This is an optimization exercise on Yosys and OpenROAD, whose aim is small area, a short achievable clock period and few clock cycles per item, not a production implementation.
Function was not checked in any run shown here: the RTL went through the layout flow alone.
Power is estimated from default activity; no workload was simulated.

==> flow/design.v <==
package lb_pkg;
  typedef logic [32-1:0] lb_addr_t;
  typedef logic [32-1:0] lb_data_t;
endpackage
package capture_pkg;
  typedef logic [32-1:0] event_t;
  typedef logic [8-1:0]  port_t;
  typedef logic [8-1:0] mem_addr_t;
  typedef logic [8:0]   sample_count_t;
  typedef enum logic [1:0] {
    mode_nibbles    = 2'd0,
    mode_side_ad    = 2'd1,
    mode_side_eh    = 2'd2,
    mode_test_count = 2'd3
  } event_mode_t;
  typedef enum logic [1:0] {
    st_idle    = 2'd0,
    st_armed   = 2'd1,
    st_capture = 2'd2,
    st_done    = 2'd3
  } capture_state_t;
endpackage
module event_select (
  input  logic                 clk_200m,
  input  logic                 reset_200m,
  input  capture_pkg::port_t   port_a,
  input  capture_pkg::port_t   port_b,
  input  capture_pkg::port_t   port_c,
  input  capture_pkg::port_t   port_d,
  input  capture_pkg::port_t   port_e,
  input  capture_pkg::port_t   port_f,
  input  capture_pkg::port_t   port_g,
  input  capture_pkg::port_t   port_h,
  input  capture_pkg::event_mode_t mode,
  output capture_pkg::event_t  events
);
  capture_pkg::port_t  pin_a;
  capture_pkg::port_t  pin_b;
  capture_pkg::port_t  pin_c;
  capture_pkg::port_t  pin_d;
  capture_pkg::port_t  pin_e;
  capture_pkg::port_t  pin_f;
  capture_pkg::port_t  pin_g;
  capture_pkg::port_t  pin_h;
  capture_pkg::event_t test_cnt;
  always_ff @(posedge clk_200m) begin
    pin_a <= port_a;
    pin_b <= port_b;
    pin_c <= port_c;
    pin_d <= port_d;
    pin_e <= port_e;
    pin_f <= port_f;
    pin_g <= port_g;
    pin_h <= port_h;
  end
  always_ff @(posedge clk_200m) begin
    if (reset_200m) begin
      test_cnt <= '0;
    end else begin
      test_cnt <= test_cnt + 1'b1;
    end
  end
  always_ff @(posedge clk_200m) begin
    case (mode)
      capture_pkg::mode_nibbles: begin
        events <= {pin_h[3:0], pin_g[3:0], pin_f[3:0], pin_e[3:0],
                   pin_d[3:0], pin_c[3:0], pin_b[3:0], pin_a[3:0]};
      end
      capture_pkg::mode_side_ad: begin
        events <= {pin_d, pin_c, pin_b, pin_a};
      end
      capture_pkg::mode_side_eh: begin
        events <= {pin_h, pin_g, pin_f, pin_e};
      end
      default: begin
        events <= test_cnt;
      end
    endcase
  end
endmodule
module capture_ctrl (
  input  logic                          clk_200m,
  input  logic                          reset_200m,
  input  capture_pkg::event_t           events,
  input  logic                          arm,
  input  capture_pkg::event_t           trig_mask,
  input  lb_pkg::lb_data_t              window,
  output logic                          store_en,
  output capture_pkg::capture_state_t   state,
  output capture_pkg::sample_count_t    stored_count
);
  capture_pkg::event_t        prev_events;
  lb_pkg::lb_data_t           cyc_p1;
  logic                       trig_hit;
  logic                       last_cycle;
  logic                       full;
  assign trig_hit   = (trig_mask == '0) || ((events & trig_mask) != '0);
  assign store_en   = ((state == capture_pkg::st_armed) && trig_hit) ||
                      ((state == capture_pkg::st_capture) && (events != prev_events));
  assign last_cycle = cyc_p1 >= window;
  assign full       = (stored_count[8-1:0] == '1) && store_en;
  always_ff @(posedge clk_200m) begin
    if (reset_200m) begin
      state        <= capture_pkg::st_idle;
      stored_count <= '0;
    end else begin
      case (state)
        capture_pkg::st_armed: begin
          if (trig_hit) begin
            stored_count <= 1;
            state        <= (window > 1) ? capture_pkg::st_capture : capture_pkg::st_done;
          end
        end
        capture_pkg::st_capture: begin
          stored_count <= stored_count + store_en;
          if (last_cycle || full) begin
            state <= capture_pkg::st_done;
          end
        end
        default: begin
          if (arm) begin
            state        <= capture_pkg::st_armed;
            stored_count <= '0;
          end
        end
      endcase
    end
  end
  always_ff @(posedge clk_200m) begin
    prev_events <= events;
    if (state == capture_pkg::st_armed) begin
      cyc_p1 <= 2;
    end else begin
      cyc_p1 <= cyc_p1 + 1'b1;
    end
  end
endmodule
module lb_regs (
  input  logic                         clk_200m,
  input  logic                         reset_200m,
  input  logic                         lb_wr,
  input  logic                         lb_rd,
  input  lb_pkg::lb_addr_t             lb_addr,
  input  lb_pkg::lb_data_t             lb_wr_d,
  output lb_pkg::lb_data_t             lb_rd_d,
  output logic                         lb_rd_rdy,
  output capture_pkg::event_mode_t     mode,
  output logic                         arm,
  output capture_pkg::event_t          trig_mask,
  output lb_pkg::lb_data_t             window,
  input  capture_pkg::capture_state_t  state,
  input  capture_pkg::sample_count_t   stored_count,
  output logic                         host_we,
  output logic [15:0]                  addr_lo,
  output logic [15:0]                  addr_hi,
  input  logic                         host_pend,
  input  capture_pkg::event_t          mem_rd_d
);
  capture_pkg::mem_addr_t mem_addr;
  lb_pkg::lb_data_t       reg_rd_mux;
  lb_pkg::lb_data_t       status_word;
  logic [7:0]             a;
  assign a       = lb_addr[7:0];
  assign host_we = lb_wr && (a == 8'hA0);
  always_comb begin
    status_word                   = '0;
    status_word[1:0]              = state;
    status_word[4] = host_pend;
    status_word[31:16]            = 16'(stored_count);
    case (a)
      8'h90:      reg_rd_mux = lb_pkg::lb_data_t'(mode);
      8'h94: reg_rd_mux = lb_pkg::lb_data_t'(trig_mask);
      8'h98:    reg_rd_mux = window;
      8'h9C:  reg_rd_mux = lb_pkg::lb_data_t'(mem_addr);
      8'hA0:  reg_rd_mux = lb_pkg::lb_data_t'(mem_rd_d);
      8'hA4:    reg_rd_mux = status_word;
      default:        reg_rd_mux = '0;
    endcase
  end
  always_ff @(posedge clk_200m) begin
    if (reset_200m) begin
      mode      <= capture_pkg::mode_nibbles;
      arm       <= 1'b0;
      trig_mask <= '0;
      window    <= '0;
      mem_addr  <= '0;
      addr_lo   <= 16'd1;
      addr_hi   <= 16'd1;
      lb_rd_rdy <= 1'b0;
    end else begin
      arm       <= 1'b0;
      lb_rd_rdy <= lb_rd;
      if (lb_wr) begin
        case (a)
          8'h90: begin
            mode <= capture_pkg::event_mode_t'(lb_wr_d[1:0]);
            arm  <= lb_wr_d[4];
          end
          8'h94: trig_mask <= capture_pkg::event_t'(lb_wr_d);
          8'h98:    window    <= lb_wr_d;
          8'h9C: begin
            mem_addr <= capture_pkg::mem_addr_t'(lb_wr_d);
            addr_lo  <= 16'd1 << lb_wr_d[3:0];
            addr_hi  <= 16'd1 << lb_wr_d[7:4];
          end
          default:        ;
        endcase
      end
    end
  end
  always_ff @(posedge clk_200m) begin
    lb_rd_d <= reg_rd_mux;
  end
endmodule
module mem_arbiter (
  input  logic                    clk_200m,
  input  logic                    reset_200m,
  input  logic                    cap_we,
  input  capture_pkg::mem_addr_t  cap_addr,
  input  capture_pkg::event_t     cap_data,
  input  logic                    host_we,
  input  logic [15:0]             host_lo,
  input  logic [15:0]             host_hi,
  input  capture_pkg::event_t     host_wr_d,
  output logic                    host_pend,
  output logic                    ram_we,
  output logic [15:0]             ram_lo,
  output logic [15:0]             ram_hi,
  output capture_pkg::event_t     ram_wr_d
);
  always_ff @(posedge clk_200m) begin
    if (reset_200m) begin
      ram_we    <= 1'b0;
      host_pend <= 1'b0;
    end else begin
      ram_we    <= cap_we || host_we;
      host_pend <= host_we;
    end
  end
  always_ff @(posedge clk_200m) begin
    if (cap_we) begin
      ram_lo   <= 16'd1 << cap_addr[3:0];
      ram_hi   <= 16'd1 << cap_addr[7:4];
      ram_wr_d <= cap_data;
    end else begin
      ram_lo   <= host_lo;
      ram_hi   <= host_hi;
      ram_wr_d <= host_wr_d;
    end
  end
endmodule
module sample_ram (
  input  logic                    clk_200m,
  input  logic                    ram_we,
  input  logic [15:0]             wr_lo,
  input  logic [15:0]             wr_hi,
  input  capture_pkg::event_t     ram_wr_d,
  input  logic [15:0]             rd_lo,
  input  logic [15:0]             rd_hi,
  output capture_pkg::event_t     ram_rd_d
);
  capture_pkg::event_t masked [2**8];
  for (genvar w = 0; w < 2**8; w++) begin : g_word
    capture_pkg::event_t q;
    always_ff @(posedge clk_200m) begin
      if (ram_we && wr_hi[w/16] && wr_lo[w%16]) begin
        q <= ram_wr_d;
      end
    end
    assign masked[w] = q & {32{rd_hi[w/16] && rd_lo[w%16]}};
  end
  always_comb begin
    ram_rd_d = '0;
    for (int w = 0; w < 2**8; w++) begin
      ram_rd_d = ram_rd_d | masked[w];
    end
  end
endmodule
module logic_capture_top (
  input  logic                clk_200m,
  input  logic                reset_200m,
  input  capture_pkg::port_t  port_a,
  input  capture_pkg::port_t  port_b,
  input  capture_pkg::port_t  port_c,
  input  capture_pkg::port_t  port_d,
  input  capture_pkg::port_t  port_e,
  input  capture_pkg::port_t  port_f,
  input  capture_pkg::port_t  port_g,
  input  capture_pkg::port_t  port_h,
  input  logic                lb_wr,
  input  logic                lb_rd,
  input  lb_pkg::lb_addr_t    lb_addr,
  input  lb_pkg::lb_data_t    lb_wr_d,
  output lb_pkg::lb_data_t    lb_rd_d,
  output logic                lb_rd_rdy
);
  capture_pkg::event_mode_t    mode;
  capture_pkg::event_t         events;
  capture_pkg::event_t         trig_mask;
  lb_pkg::lb_data_t            window;
  logic                        arm;
  capture_pkg::capture_state_t state;
  capture_pkg::sample_count_t  stored_count;
  logic                        store_en;
  logic                        host_we;
  logic [15:0]                 addr_lo;
  logic [15:0]                 addr_hi;
  logic                        host_pend;
  logic                        ram_we;
  logic [15:0]                 ram_lo;
  logic [15:0]                 ram_hi;
  capture_pkg::event_t         ram_wr_d;
  capture_pkg::event_t         ram_rd_d;
  event_select u_event_select (
    .clk_200m   (clk_200m),
    .reset_200m (reset_200m),
    .port_a     (port_a),
    .port_b     (port_b),
    .port_c     (port_c),
    .port_d     (port_d),
    .port_e     (port_e),
    .port_f     (port_f),
    .port_g     (port_g),
    .port_h     (port_h),
    .mode       (mode),
    .events     (events)
  );
  capture_ctrl u_capture_ctrl (
    .clk_200m     (clk_200m),
    .reset_200m   (reset_200m),
    .events       (events),
    .arm          (arm),
    .trig_mask    (trig_mask),
    .window       (window),
    .store_en     (store_en),
    .state        (state),
    .stored_count (stored_count)
  );
  lb_regs u_lb_regs (
    .clk_200m     (clk_200m),
    .reset_200m   (reset_200m),
    .lb_wr        (lb_wr),
    .lb_rd        (lb_rd),
    .lb_addr      (lb_addr),
    .lb_wr_d      (lb_wr_d),
    .lb_rd_d      (lb_rd_d),
    .lb_rd_rdy    (lb_rd_rdy),
    .mode         (mode),
    .arm          (arm),
    .trig_mask    (trig_mask),
    .window       (window),
    .state        (state),
    .stored_count (stored_count),
    .host_we      (host_we),
    .addr_lo      (addr_lo),
    .addr_hi      (addr_hi),
    .host_pend    (host_pend),
    .mem_rd_d     (ram_rd_d)
  );
  mem_arbiter u_mem_arbiter (
    .clk_200m   (clk_200m),
    .reset_200m (reset_200m),
    .cap_we     (store_en),
    .cap_addr   (stored_count[8-1:0]),
    .cap_data   (events),
    .host_we    (host_we),
    .host_lo    (addr_lo),
    .host_hi    (addr_hi),
    .host_wr_d  (lb_wr_d),
    .host_pend  (host_pend),
    .ram_we     (ram_we),
    .ram_lo     (ram_lo),
    .ram_hi     (ram_hi),
    .ram_wr_d   (ram_wr_d)
  );
  sample_ram u_sample_ram (
    .clk_200m (clk_200m),
    .ram_we   (ram_we),
    .wr_lo    (ram_lo),
    .wr_hi    (ram_hi),
    .ram_wr_d (ram_wr_d),
    .rd_lo    (addr_lo),
    .rd_hi    (addr_hi),
    .ram_rd_d (ram_rd_d)
  );
endmodule
==> flow/run.sh <==
#!/bin/bash
# synth_recipe.tcl (not shown) runs the flow's synth.tcl, then flattens the netlist and writes it again
# the make line also repeats each setting of config.mk as NAME=value (left out here)
make -C /OpenROAD-flow-scripts/flow DESIGN_CONFIG=/design/flow/config.mk WORK_HOME=/design/flow/orfs CLKGATE_MAP_FILE= SYNTH_SCRIPT=/design/flow/synth_recipe.tcl finish
==> flow/config.mk <==
export PLATFORM = sky130hd
export DESIGN_NAME = logic_capture_top
export DESIGN_NICKNAME = logic_capture_top
export VERILOG_FILES = /design/flow/design.v
export SDC_FILE = /design/flow/constraint.sdc
export NUM_CORES = 4
export LEC_CHECK = 0
export ABC_CLOCK_PERIOD_IN_PS = 3000
export CAP_MARGIN = 20
export CORE_MARGIN = 2
export CORE_UTILIZATION = 55
export SETUP_SLACK_MARGIN = 2.5
export SLEW_MARGIN = 20
==> flow/constraint.sdc <==
create_clock -name core_clock -period 6.0 [get_ports {clk_200m}]
set_input_delay 1.2000 -clock core_clock [delete_from_list [all_inputs] [get_ports {clk_200m}]]
set_output_delay 1.2000 -clock core_clock [all_outputs]
set_load 0.01 [all_outputs]
==> impl_metrics.py, run 1 <==
metrics = {
    "floorplan": {
        "die_h_um": 759,
        "pin_count": 165,
        "die_w_um": 759,
        "num_rows": 277,
        "initial_core_util_pct": 55.1,
    },
    "synth": {
        "syn_area_per_cell_um2": 17.9,
        "synth_nets": 17600,
        "ys_warn_count": 6,
        "synth_cell_types": 69,
        "ys_seq_elements": 8601,
        "synth_ff_type": "edfxtp_1",
        "synth_compound_area_share_pct": 11.5,
        "synth_seq_area_share_pct": 81.2,
        "syn_inst": 17500,
        "synth_top_area_share_pct": 78.6,
        "synth_area_mm2": 0.313,
        "synth_fa_ha_area_share_pct": 0.152,
        "synthMuxAreaShare_pct": 0.382,
        "synthArstFlopShare_pct": 0,
        "synth_top_family_by_area": "compound AO/OA/AOI/OAI gates",
        "synth.area.top_cells": "edfxtp_1 (79%), a22oi_1 (5.0%), dfxtp_1 (2.6%)",
        "yosysTopAreaCell": "edfxtp_1",
        "synth-xor-area-share_pct": 0.257,
        "post_synth_and_or_nand_nor_area_fraction_pct": 4.93,
        "synth_edf_count": 8192,
    },
    "global_routing": {
        "grt_usage_pct": 89.7,
        "grt_max_degree": 212,
        "grt_pass1_wl_um": 3280000,
        "grt_pass1_vias": 262000,
        "grt_overflow_total": 653,
    },
    "clock_network": {
        "htree_num_levels": 6,
        "cts_made_buffers": 844,
        "clock_path_buffers": 4,
        "clock-sinks": 8601,
        "ctsRootBufferMaster": "clkbuf_16",
    },
    "placement": {
        "place_ws_ps": 52.5,
        "placed_cells": 25600,
        "place_area_mm2": 0.339,
        "hpwl_um": 1530000,
        "portBuffers": 140,
        "routabilityCongestion": 1.18,
    },
    "run_status": {
        "lastStage": "global routing",
        "status": "aborted with a tool error",
        "error": "[ERROR GRT-0116] Global routing finished with congestion. Check the congestion regions in the DRC Viewer.",
    },
}
-- worst max path at each step --
stage	cells after the start	endpoint	start
after floorplan	13	u_capture_ctrl.stored_count[8]$_SDFFE_PP0P_	u_lb_regs.trig_mask[25]$_SDFFE_PP0P_
after global placement	11	u_lb_regs.lb_rd_d[15]$_DFF_P_	u_lb_regs.addr_hi[5]$_SDFFE_PP0P_
after detailed placement	12	u_lb_regs.lb_rd_d[0]$_DFF_P_	u_lb_regs.addr_lo[5]$_SDFFE_PP0P_
after CTS	12	u_lb_regs.lb_rd_d[0]$_DFF_P_	u_lb_regs.addr_hi[15]$_SDFFE_PP0P_
-- synthesized netlist by cell type (8+ instances only) --
master and n:
and2_0 27, xor2_1 44, xnor2_1 48, o21ai_0 87, mux2i_1 15, ha_1 38
nor3_1 70, nand4_1 442, clkinv_1 9, and3_1 493, mux2_2 33, a2111oi_0 65
nand2_1 389, a222oi_1 272, nand4b_1 11, and2_1 229, o221ai_1 28, o22ai_1 302
a221o_1 8, dfxtp_1 409, buf_6 8, mux4_2 30, or4_1 80, nand3_1 504
a22oi_1 2080, buf_2 118, nor4b_1 9, a22o_1 767, nor2_1 208, a21oi_1 187
buf_1 247, o2111ai_1 51, and4_1 33, nand2b_1 23, or3_1 17, a221oi_1 611
inv_1 60, edfxtp_1 8192, clkbuf_1 860, o211ai_1 30, o22a_1 32, nor4_1 196
-- what timing repair did --
| item | 4_1_cts |
|---|---|
| endpoints found under the hold margin | 0 |
| cloned | 31 |
| endpoints found under the setup margin | 37 |
| pin swaps | 342 |
| buffers inserted | 626 |
| hold buffers | 0 |
| gates resized for setup | 1214 |
-- through the flow --
step | hold WS, ps | setup TNS (ps)
3_3_place_gp | 423 | -220
3_5_place_dp | 428 | 0
4_1_cts | 393 | 0
2_1_floorplan | 372 | 0
-- per-layer routing --
metal / global-route usage, % / GRT overflow
met5: 77.4 / 7
met4: 85.6 / 254
met3: 86.0 / 67
met2: 94.6 / 274
met1: 90.6 / 51
-- cell families after synthesis --
kind of cell             Yosys count
AO/OA/AOI/OAI                   4563
XOR/XNOR                          92
adder cells (fa/ha/maj)           38
buffers and inverters           1308
flip-flops                      8601
multiplexers                      78
AND/OR/NAND/NOR                 2770
-- power groups by stage --
stage / registers (W) / clock network (W) / logic, W
floorplan: 0.0707 / 0 / 0.000482
global placement: 0.0699 / 0 / 0.00417
detailed placement: 0.0699 / 0 / 0.00428
CTS: 0.0686 / 0.0518 / 0.00435
==> inputs of run 2 (changes only) <==
--- a/flow/design.v
+++ b/flow/design.v
@@ -152,10 +152,8 @@
   input  capture_pkg::sample_count_t   stored_count,
   output logic                         host_we,
-  output logic [15:0]                  addr_lo,
-  output logic [15:0]                  addr_hi,
+  output capture_pkg::mem_addr_t       mem_addr,
   input  logic                         host_pend,
   input  capture_pkg::event_t          mem_rd_d
 );
-  capture_pkg::mem_addr_t mem_addr;
   lb_pkg::lb_data_t       reg_rd_mux;
   lb_pkg::lb_data_t       status_word;
@@ -185,6 +183,4 @@
       window    <= '0;
       mem_addr  <= '0;
-      addr_lo   <= 16'd1;
-      addr_hi   <= 16'd1;
       lb_rd_rdy <= 1'b0;
     end else begin
@@ -199,9 +195,5 @@
           8'h94: trig_mask <= capture_pkg::event_t'(lb_wr_d);
           8'h98:    window    <= lb_wr_d;
-          8'h9C: begin
-            mem_addr <= capture_pkg::mem_addr_t'(lb_wr_d);
-            addr_lo  <= 16'd1 << lb_wr_d[3:0];
-            addr_hi  <= 16'd1 << lb_wr_d[7:4];
-          end
+          8'h9C:  mem_addr  <= capture_pkg::mem_addr_t'(lb_wr_d);
           default:        ;
         endcase
@@ -220,11 +212,9 @@
   input  capture_pkg::event_t     cap_data,
   input  logic                    host_we,
-  input  logic [15:0]             host_lo,
-  input  logic [15:0]             host_hi,
+  input  capture_pkg::mem_addr_t  host_addr,
   input  capture_pkg::event_t     host_wr_d,
   output logic                    host_pend,
   output logic                    ram_we,
-  output logic [15:0]             ram_lo,
-  output logic [15:0]             ram_hi,
+  output capture_pkg::mem_addr_t  ram_addr,
   output capture_pkg::event_t     ram_wr_d
 );
@@ -240,10 +230,8 @@
   always_ff @(posedge clk_200m) begin
     if (cap_we) begin
-      ram_lo   <= 16'd1 << cap_addr[3:0];
-      ram_hi   <= 16'd1 << cap_addr[7:4];
+      ram_addr <= cap_addr;
       ram_wr_d <= cap_data;
     end else begin
-      ram_lo   <= host_lo;
-      ram_hi   <= host_hi;
+      ram_addr <= host_addr;
       ram_wr_d <= host_wr_d;
     end
@@ -253,27 +241,28 @@
   input  logic                    clk_200m,
   input  logic                    ram_we,
-  input  logic [15:0]             wr_lo,
-  input  logic [15:0]             wr_hi,
+  input  capture_pkg::mem_addr_t  wr_addr,
   input  capture_pkg::event_t     ram_wr_d,
-  input  logic [15:0]             rd_lo,
-  input  logic [15:0]             rd_hi,
+  input  capture_pkg::mem_addr_t  rd_addr,
   output capture_pkg::event_t     ram_rd_d
 );
-  capture_pkg::event_t masked [2**8];
+  capture_pkg::event_t words [2**8];
   for (genvar w = 0; w < 2**8; w++) begin : g_word
     capture_pkg::event_t q;
     always_ff @(posedge clk_200m) begin
-      if (ram_we && wr_hi[w/16] && wr_lo[w%16]) begin
+      if (ram_we && (wr_addr == w)) begin
         q <= ram_wr_d;
       end
     end
-    assign masked[w] = q & {32{rd_hi[w/16] && rd_lo[w%16]}};
+    assign words[w] = q;
   end
-  always_comb begin
-    ram_rd_d = '0;
-    for (int w = 0; w < 2**8; w++) begin
-      ram_rd_d = ram_rd_d | masked[w];
-    end
+  capture_pkg::event_t tree [2**(8+1)-1];
+  for (genvar w = 0; w < 2**8; w++) begin : g_leaf
+    assign tree[2**8-1+w] = words[w];
+  end
+  for (genvar n = 0; n < 2**8-1; n++) begin : g_node
+    localparam int DEPTH = $clog2(n+2) - 1;
+    assign tree[n] = rd_addr[8-1-DEPTH] ? tree[2*n+2] : tree[2*n+1];
   end
+  assign ram_rd_d = tree[0];
 endmodule
 module logic_capture_top (
@@ -304,10 +293,8 @@
   logic                        store_en;
   logic                        host_we;
-  logic [15:0]                 addr_lo;
-  logic [15:0]                 addr_hi;
+  capture_pkg::mem_addr_t      mem_addr;
   logic                        host_pend;
   logic                        ram_we;
-  logic [15:0]                 ram_lo;
-  logic [15:0]                 ram_hi;
+  capture_pkg::mem_addr_t      ram_addr;
   capture_pkg::event_t         ram_wr_d;
   capture_pkg::event_t         ram_rd_d;
@@ -353,6 +340,5 @@
     .stored_count (stored_count),
     .host_we      (host_we),
-    .addr_lo      (addr_lo),
-    .addr_hi      (addr_hi),
+    .mem_addr     (mem_addr),
     .host_pend    (host_pend),
     .mem_rd_d     (ram_rd_d)
@@ -365,11 +351,9 @@
     .cap_data   (events),
     .host_we    (host_we),
-    .host_lo    (addr_lo),
-    .host_hi    (addr_hi),
+    .host_addr  (mem_addr),
     .host_wr_d  (lb_wr_d),
     .host_pend  (host_pend),
     .ram_we     (ram_we),
-    .ram_lo     (ram_lo),
-    .ram_hi     (ram_hi),
+    .ram_addr   (ram_addr),
     .ram_wr_d   (ram_wr_d)
   );
@@ -377,9 +361,7 @@
     .clk_200m (clk_200m),
     .ram_we   (ram_we),
-    .wr_lo    (ram_lo),
-    .wr_hi    (ram_hi),
+    .wr_addr  (ram_addr),
     .ram_wr_d (ram_wr_d),
-    .rd_lo    (addr_lo),
-    .rd_hi    (addr_hi),
+    .rd_addr  (mem_addr),
     .ram_rd_d (ram_rd_d)
   );
--- a/flow/config.mk
+++ b/flow/config.mk
@@ -9,5 +9,5 @@
 export CAP_MARGIN = 20
 export CORE_MARGIN = 2
-export CORE_UTILIZATION = 55
-export SETUP_SLACK_MARGIN = 2.5
+export CORE_UTILIZATION = 45
+export SETUP_SLACK_MARGIN = 3.0
 export SLEW_MARGIN = 20
==> run 2 against run 1 <==
  * Now clean on timing, DRC and antenna
  * Synthesized cell count shrank 16%
  * Synthesized area rose by 3.6%
==> impl_metrics.py, run 2 <==
metrics = {
    "synth": {
        "synth.area.top_cells": "edfxtp_1 (76%), mux4_2 (14%), dfxtp_1 (2.2%)",
        "synthArstFlopShare_pct": 0,
        "ys_seq_elements": 8545,
        "syn_inst": 14700,
        "synth_nets": 14900,
        "yosysTopAreaCell": "edfxtp_1",
        "synth_area_mm2": 0.324,
        "synth_edf_count": 8192,
        "synth_ff_type": "edfxtp_1",
        "synth_common_cells": "edfxtp_1 (8192), mux4_2 (1996), nor2_1 (419)",
        "syn_area_per_cell_um2": 22.0,
        "synth_top_area_share_pct": 75.8,
        "yosysMostFrequentCell": "edfxtp_1",
        "synth_cell_types": 84,
        "ys_warn_count": 7,
        "synth_seq_area_share_pct": 78.0,
    },
    "global_routing": {
        "grt_max_degree": 200,
        "grt_overflow_total": 0,
        "grt_pass1_wl_um": 1450000,
        "grt_usage_pct": 29.2,
        "grt_pass1_vias": 164000,
        "antenna_found_initial": 100,
    },
    "cells_and_area": {
        "area_growth_pct": 19.8,
        "regMostFlops": "u_sample_ram.g_word.q",
        "nets": 16900,
        "drive_above_1_share_pct": 34.3,
        "fillers": 54000,
        "layout_commonest_cell": "edfxtp_1",
        "final_cell_mix": "edfxtp_1 (8192), mux4_2 (1996), buf_4 (1138), clkbuf_16 (869), mux2i_1 (354)",
        "largest_register_ff_count": 8192,
    },
    "floorplan": {
        "core_area_mm2": 0.718,
        "dieArea_mm2": 0.728,
        "die_w_um": 853,
        "pin_count": 165,
        "die_h_um": 853,
        "num_rows": 311,
        "initial_core_util_pct": 45.2,
    },
    "route": {
        "dr.pass1.iters": 8,
        "detail-route-antenna-nets": 0,
        "wl_per_cell_um": 40.5,
        "routed_wl_um": 1090000,
        "drt_iter0_markers": 31000,
        "drc": 0,
        "vias": 176000,
        "viasPerCell": 6.52,
    },
    "setup_path": {
        "crit_type": "register to register",
        "crit_arrival_ps": 4860,
        "critPathLaunchType": "register",
        "reg2regPathDepth": 11,
        "cp_max_fo": 13,
        "r2r_setup_slack_ps": 2270,
        "endpoint_kind": "register",
        "cp.required_ps": 7130,
    },
    "timing": {
        "clock_skew_ps": 102,
        "finalSetupViolations": 0,
        "slew_headroom_pct": 8.06,
        "hold_violations": 0,
        "tns_ps": 0,
        "maxSlewViolCount": 0,
        "max_freq_ghz": 0.268,
        "finalCritPeriodShare_pct": 62.2,
        "tightest_slew_ps": 1370,
        "rsz0062_at_grt": "yes",
        "fin_crit_ps": 3730,
        "final.setup.worst_slack_ps": 2270,
    },
    "power_and_ir_drop": {
        "powerDensity_mw_per_mm2": 317,
        "peakVddDrop_uv": 399,
        "switching_share_pct": 22.0,
        "p_switching_w": 0.0271,
        "seqPwrFrac_pct": 55.6,
        "clock_power_share_pct": 41.3,
        "share_comb_of_total_power_pct": 3.1,
        "p_int_w": 0.0962,
        "p_leak_nw": 119,
    },
    "clock_network": {
        "clock_path_buffers": 4,
        "clock_latency_ps": 1240,
        "ctsRootBufferMaster": "clkbuf_16",
        "path_clk_slew_ps": 60,
        "clock-sinks": 8545,
        "cts_hold_buf": 0,
        "cts_tree": "done",
        "cts_made_buffers": 840,
        "htree_num_levels": 6,
    },
    "placement": {
        "hpwl_um": 614000,
        "routabilityCongestion": 0.912,
        "place_ws_ps": 94.0,
        "portBuffers": 140,
    },
    "run_status": {
        "status": "timing/DRC/antenna clean",
    },
    "hold_path": {
        "hold_class": "register to register",
        "whs_path_depth": 0,
    },
    "run": {
        "maxCapViolations": 0,
    },
}
-- run 2: cell count changes after synthesis, sizes merged, moves of 166 or more --
cell | before | now
a22oi | 2080 | 334
a222oi | 272 | 6
mux2i | 15 | 368
and3 | 493 | 28
nand3 | 504 | 158
nand4 | 442 | 82
a22o | 767 | 154
a221oi | 611 | 148
nor4 | 196 | 30
mux4 | 30 | 1996
and2 | 260 | 14
clkbuf | 860 | 331
nor2 | 208 | 420
-- run 2: power by group through the flow --
stage	registers (W)	clock network (W)	logic [W]
finish	0.0686	0.0509	0.00388
global route	0.0685	0.0535	0.00407
CTS	0.0686	0.0512	0.00365
detailed placement	0.0699	0	0.00362
global placement	0.0698	0	0.00345
floorplan	0.0707	0	0.000411
-- run 2: timing repair --
| item | CTS | global route |
|---|---|---|
| gates resized for setup | 1120 | 437 |
| endpoints found under the setup margin | 6364 | 1319 |
| endpoints found under the hold margin | 0 | 0 |
| pin swaps | 247 | 169 |
| cloned | 105 | 28 |
| buffers inserted | 597 | 258 |
-- run 2: worst max-delay path, cell delays in order (launching register included) --
cell and delay (ps):
dfxtp_4 460, buf_16 280, nor2b_4 180, buf_12 180
buf_4 380, nand2_1 350, a211oi_2 530, a311oi_2 170
a32oi_4 430, buf_6 160, nand4_1 190, a41o_1 300
-- run 2: cells by family after synthesis --
logic type                 count (synthesis)  synth area share, %
DFF                                     8545                 78.0
and+or+nand+nor                         1292                 1.81
adders and majority gates                 38                0.147
AOI/OAI and AO/OA                       1453                 3.21
muxes                                   2417                 15.2
xor gates and xnor gates                  88                0.238
buffers and inverters                    885                 1.38
-- run 2: final cells by class --
cell class,instances,area [um^2],area share [%]
Antenna cell,41,103,0.0264
Timing Repair inverter,2,17.5,0.00451
Clock buffer,1084,22200,5.70
Multi-Input combinational cell,5322,73700,19.0
Sequential cell,8545,253000,65.2
Inverter,47,201,0.0518
Tap cell,9546,11900,3.07
Timing Repair Buffer,1931,23100,5.95
Clock inverter,451,4050,1.04
-- run 2: path summary, 6_finish.rpt --
| check | start | end |
|---|---|---|
| setup / recovery | u_lb_regs.mem_addr[7]$_SDFFE_PP0P_ | u_lb_regs.lb_rd_d[9]$_DFF_P_ |
| hold / removal | u_event_select.events[13]$_DFF_P_ | u_capture_ctrl.prev_events[13]$_DFF_P_ |
| setup reg to reg | u_lb_regs.mem_addr[7]$_SDFFE_PP0P_ | u_lb_regs.lb_rd_d[9]$_DFF_P_ |
| hold reg to reg | u_event_select.events[13]$_DFF_P_ | u_capture_ctrl.prev_events[13]$_DFF_P_ |
-- run 2: per-stage QoR --
step | area, um^2 | util (%) | power [W] | hold WS (ps) | std cells
floorplan | 324000 | - | 0.0712 | 372 | 14700
global placement | 343000 | 47.9 | 0.0733 | 392 | 24400
detailed placement | 344000 | 47.9 | 0.0735 | 397 | 24400
CTS | 383000 | 53.4 | 0.123 | 372 | 26600
global route | 389000 | 54.1 | 0.126 | 411 | 26900
finish | 389000 | 54.2 | 0.123 | 426 | 27000
-- run 2: routing by layer --
metal | GRT usage (%) | routed length (um)
met1 | 40.7 | 405000
met2 | 43.2 | 487000
met3 | 8.26 | 143000
met4 | 12.9 | 57300
met5 | 0.151 | 303

## what the ideal ports hide
No port has a modelled driver above. Below, the same layout with a new extraction and two added sets of constraints.
Step 1 assumes that a clkbuf_16 drives the clock port and a buf_2 every other input.
Step 2 adds t to the input delays and takes it off the output delays; t is the mean of the earliest and latest rising clock arrival at the registers after step 1. Input paths then give back, and output paths get back, about the clock's delay inside the block.
Slacks: ideal / step 1 / step 2; pairs: ideal / step 1.
run: run 2
t, ns: 1.337
setup WS [ns]: 2.266 / 2.266 / 1.137
worst data-port slew with drivers (ns): 0.14
After both steps run 2 still meets setup and hold. The setup slack of run 2 moves by 0.000 ns with the drivers and by -1.129 ns with both steps.
